What follows belongs to an exercise in optimizing a design on an open flow for small area, a short achievable clock period and few clock cycles per item; a production flow would make more cautious choices.
Where RTL was checked, it was by simulation tests only, not by an equivalence proof against the original.
Power figures rest on the tool's default switching activity, not on a simulated workload.

Setup of job 2894:
## signed_integer_to_radix_digits_core
module signed_integer_to_radix_digits_core (
  input  wire logic        clk,
  input  wire logic        rst_n,
  input  wire logic        in_tvalid,
  output logic             in_tready,
  input  wire logic [31:0] in_tdata,      
  output logic             out_tvalid,
  input  wire logic        out_tready,
  output logic [7:0]       out_tdata,     
  output logic             out_tlast,
  input  wire logic        cfg_psel,
  input  wire logic        cfg_penable,
  input  wire logic        cfg_pwrite,
  input  wire logic [4:0]  cfg_paddr,
  input  wire logic [63:0] cfg_pwdata,
  output logic [63:0]      cfg_prdata,
  output logic             cfg_pready
);
  logic [LEN_W-1:0] base_length_r;
  logic [63:0]      symbols_low_r;
  logic [63:0]      symbols_high_r;
  logic [127:0]     symbols;
  logic             cfg_wr;
  logic             flush;
  logic [2:0]       rsel_r;
  assign cfg_pready = 1'b1;
  assign cfg_wr     = cfg_psel && cfg_penable && cfg_pwrite;
  assign flush      = !rst_n || cfg_wr;
  ...
Size in the first run: about 3,900 cells after synthesis, about 450 flip-flops, ~0.030 mm^2 of cells after synthesis.
export LEC_CHECK = 0
export ABC_AREA = 1
export CAP_MARGIN = 20
export CORE_MARGIN = 2
export CORE_UTILIZATION = 30
export SLEW_MARGIN = 20
create_clock -name core_clock -period 12.0 [get_ports {clk}]
standard.sh (not shown) runs the stock make flow with config.mk's settings and CLKGATE_MAP_FILE= SYNTH_SCRIPT=/design/flow/synth_recipe.tcl, a recipe that flattens the netlist after the stock synthesis.
==> flow/flow/run.sh <==
#!/bin/bash
set -euo pipefail
bash standard.sh SETUP_SLACK_MARGIN=7 finish > standard_flow.log 2>&1
What job 3939 does differently from job 2894 at the input level:
Settings: CORE_UTILIZATION changed from 30 to 40.
==> comparison <==
- Job 2894 was carried through to the last stage, and its layout satisfied the timing, DRC and antenna checks.
- Job 3939 | status: complete | timing, DRC, antenna: pass
- Job 3939 gives less die area than job 2894 did.
- Number of sequential storage elements came out exactly the same in job 2894 and job 3939.
- Largest net degree at the start of global routing ends up higher on job 3939.
- Per the comparison of job 3939 with job 2894, arrival time reported for the critical path endpoint down 0.11 ns; final routed wire length divided by cell count up 7.8%.
- The library cell contributing the largest single delay on the critical path comes out fa_1 in one run and dfxtp_4 in the other, namely in job 3939 and job 2894 respectively.
- Site row count (higher): job 2894
- Against job 2894, job 3939 comes in 1900 um higher on first-pass GRT wire length.
No functional check of the RTL was part of any run of this note.

---

## build 74
signed_integer_to_radix_digits_core, a different RTL version from the one above (not shown whole).
For scale: ~3,600 cells after synthesis, roughly 360 flip-flops.
clock: 12.0 ns
lec_check: 0
abc_area: 1
cap_margin: 20
core_margin: 2
core_utilization: 40
slew_margin: 20
==> flow/flow/run.sh <==
#!/bin/bash
set -euo pipefail
bash standard.sh SETUP_SLACK_MARGIN=6.5 finish > standard_flow.log 2>&1
Testbench counts of build 74, summed over its fixed seeds: cycles 28,469, items 2,048.
Setup changes, build 74 to build 82
==> flow/flow/run.sh <==
#!/bin/bash
set -euo pipefail
bash standard.sh SETUP_SLACK_MARGIN=7 finish > standard_flow.log 2>&1
diff --git a/flow/config.mk b/flow/config.mk
--- a/flow/config.mk
+++ b/flow/config.mk
@@ -9,4 +9,5 @@
 export CAP_MARGIN = 20
 export CORE_MARGIN = 2
-export CORE_UTILIZATION = 40
+export CORE_UTILIZATION = 60
+export PLACE_DENSITY = 0.75
 export SLEW_MARGIN = 20
Notes after the runs:
Build 82 was carried through to the last stage, and its layout satisfied the timing, DRC and antenna checks.
Compared with build 74, build 82 degrades design area.
Re worst IR drop on VDD: build 82 and build 74 aren't equal, and the lower value belongs to build 74.
Compared with build 74, build 82 shows a higher relative area of non-clock buffer cells in the final design.
Diff build 74..build 82 | cell count after synthesis | unchanged
Relative to build 82, the following input files were edited for build 96:
diff --git a/flow/config.mk b/flow/config.mk
--- a/flow/config.mk
+++ b/flow/config.mk
@@ -9,5 +9,5 @@
 export CAP_MARGIN = 20
 export CORE_MARGIN = 2
-export CORE_UTILIZATION = 60
-export PLACE_DENSITY = 0.75
+export CORE_UTILIZATION = 40
+export CTS_BUF_LIST = sky130_fd_sc_hd__clkbuf_4 sky130_fd_sc_hd__clkbuf_8
 export SLEW_MARGIN = 20
==> results.txt <==
Number of antenna violations at the first check in global routing in build 96 vs build 82: down 1. Build 96 against build 82: met3 routing resource usage after global routing lost 10 points; combinational logic power lost about 7%. Vertical die dimension (build 96 over build 82): increase, 47 um. Side by side, cell count turned out higher in build 96 than in build 82. Sequential power: build 82 vs build 96, no meaningful difference. The final reports for build 96 and build 82 show met2 track demand over resource in global routing lower in the former.
The following lists how build 2 was set up differently from build 96:
diff --git a/flow/config.mk b/flow/config.mk
--- a/flow/config.mk
+++ b/flow/config.mk
@@ -7,7 +7,7 @@
 export LEC_CHECK = 0
 export ABC_AREA = 1
+export ABC_CLOCK_PERIOD_IN_PS = 5000
 export CAP_MARGIN = 20
 export CORE_MARGIN = 2
 export CORE_UTILIZATION = 40
-export CTS_BUF_LIST = sky130_fd_sc_hd__clkbuf_4 sky130_fd_sc_hd__clkbuf_8
 export SLEW_MARGIN = 20
Notes after the runs:
Summary: with build 96 as the reference, power after layout in build 2 moved up slightly.
met4 as the top layer used by detailed routing was reported by build 96, and met5 by build 2.
Build 2 vs build 96 — number of buffers inserted to repair setup after CTS climbed slightly
Build 96 → build 2: final critical-path share of the clock period down 0.20 points; global routing usage summed across all routing layers neither gained nor lost much.

---

signed_integer_to_radix_digits_core again, from the RTL that the note above started with.
==> flow/config.mk <==
export PLATFORM = sky130hd
export DESIGN_NAME = signed_integer_to_radix_digits_core
export DESIGN_NICKNAME = signed_integer_to_radix_digits_core
export VERILOG_FILES = /design/flow/design.v
export SDC_FILE = /design/flow/constraint.sdc
export NUM_CORES = 4
export LEC_CHECK = 0
export ABC_AREA = 1
export CAP_MARGIN = 20
export CORE_MARGIN = 2
export CORE_UTILIZATION = 40
export CTS_BUF_LIST = sky130_fd_sc_hd__clkbuf_8
export SLEW_MARGIN = 20
==> flow/constraint.sdc <==
create_clock -name core_clock -period 12.0 [get_ports {clk}]
set_input_delay 2.4000 -clock core_clock [delete_from_list [all_inputs] [get_ports {clk}]]
set_output_delay 2.4000 -clock core_clock [all_outputs]
set_load 0.01 [all_outputs]
==> flow/flow/run.sh <==
#!/bin/bash
set -euo pipefail
bash standard.sh SETUP_SLACK_MARGIN=7 finish > standard_flow.log 2>&1
The starting point completed without violations.
Testbench counts at the start, summed over its fixed seeds: cycles 28,469, items 2,048.
Next try:
ABC_AREA = 0   (was 1)
ABC_CLOCK_PERIOD_IN_PS = 5000   (was unset)
CTS_BUF_LIST = unset   (was sky130_fd_sc_hd__clkbuf_8)
Outcome: Die area falls by about 3.7%; worst setup slack gets worse by 1000 ps; clock-buffer cell count falls by 15; hold slack gets worse by 26 ps.

==> afterwards: timing with drivers on the ports <==
In the flow no input, the clock included, has a driving cell. The finished layouts below were timed again as built, in two steps. Step 1, drivers: a clkbuf_16 drives clk and a buf_2 each remaining input, both assumed. Step 2 adds t to the input delays and takes it off the output delays; t is the mean of the earliest and latest rising clock arrival at the registers after step 1. Input paths then give back, and output paths get back, about the clock's delay inside the block. Three values: ideal ports, drivers, drivers and shift; two values: the first two.
| run | t, ns | slack for setup (ns) | worst register clock-pin slew, ns | worst data-port slew with drivers (ns) | cell pins on the clock port's net |
|---|---|---|---|---|---|
| job 2894 | 0.690 | 6.743 / 6.743 / 6.647 | 0.07 / 0.07 | 0.17 | 1 |
| job 3939 | 0.682 | 6.832 / 6.832 / 6.832 | 0.07 / 0.07 | 0.09 | 1 |
| build 74 | 0.662 | 6.616 / 6.548 / 6.625 | 0.07 / 0.07 | 0.14 | 1 |
| build 82 | 0.657 | 6.343 / 6.343 / 6.343 | 0.07 / 0.07 | 0.06 | 1 |
| build 96 | 0.716 | 6.901 / 6.901 / 6.581 | 0.07 / 0.07 | 0.14 | 1 |
| build 2 | 0.663 | 6.925 / 6.925 / 6.626 | 0.07 / 0.07 | 0.14 | 1 |
| the first run of note 3 | 0.717 | 6.911 / 6.911 / 6.570 | 0.07 / 0.07 | 0.15 | 1 |
| the second run of note 3 | 0.627 | 5.873 / 5.873 / 5.873 | 0.07 / 0.07 | 0.12 | 1 |
After both steps setup and hold are still met in every run listed. The setup slack of the first run of note 3, which loses most, moves by 0.000 ns with the drivers and by -0.341 ns with both steps.
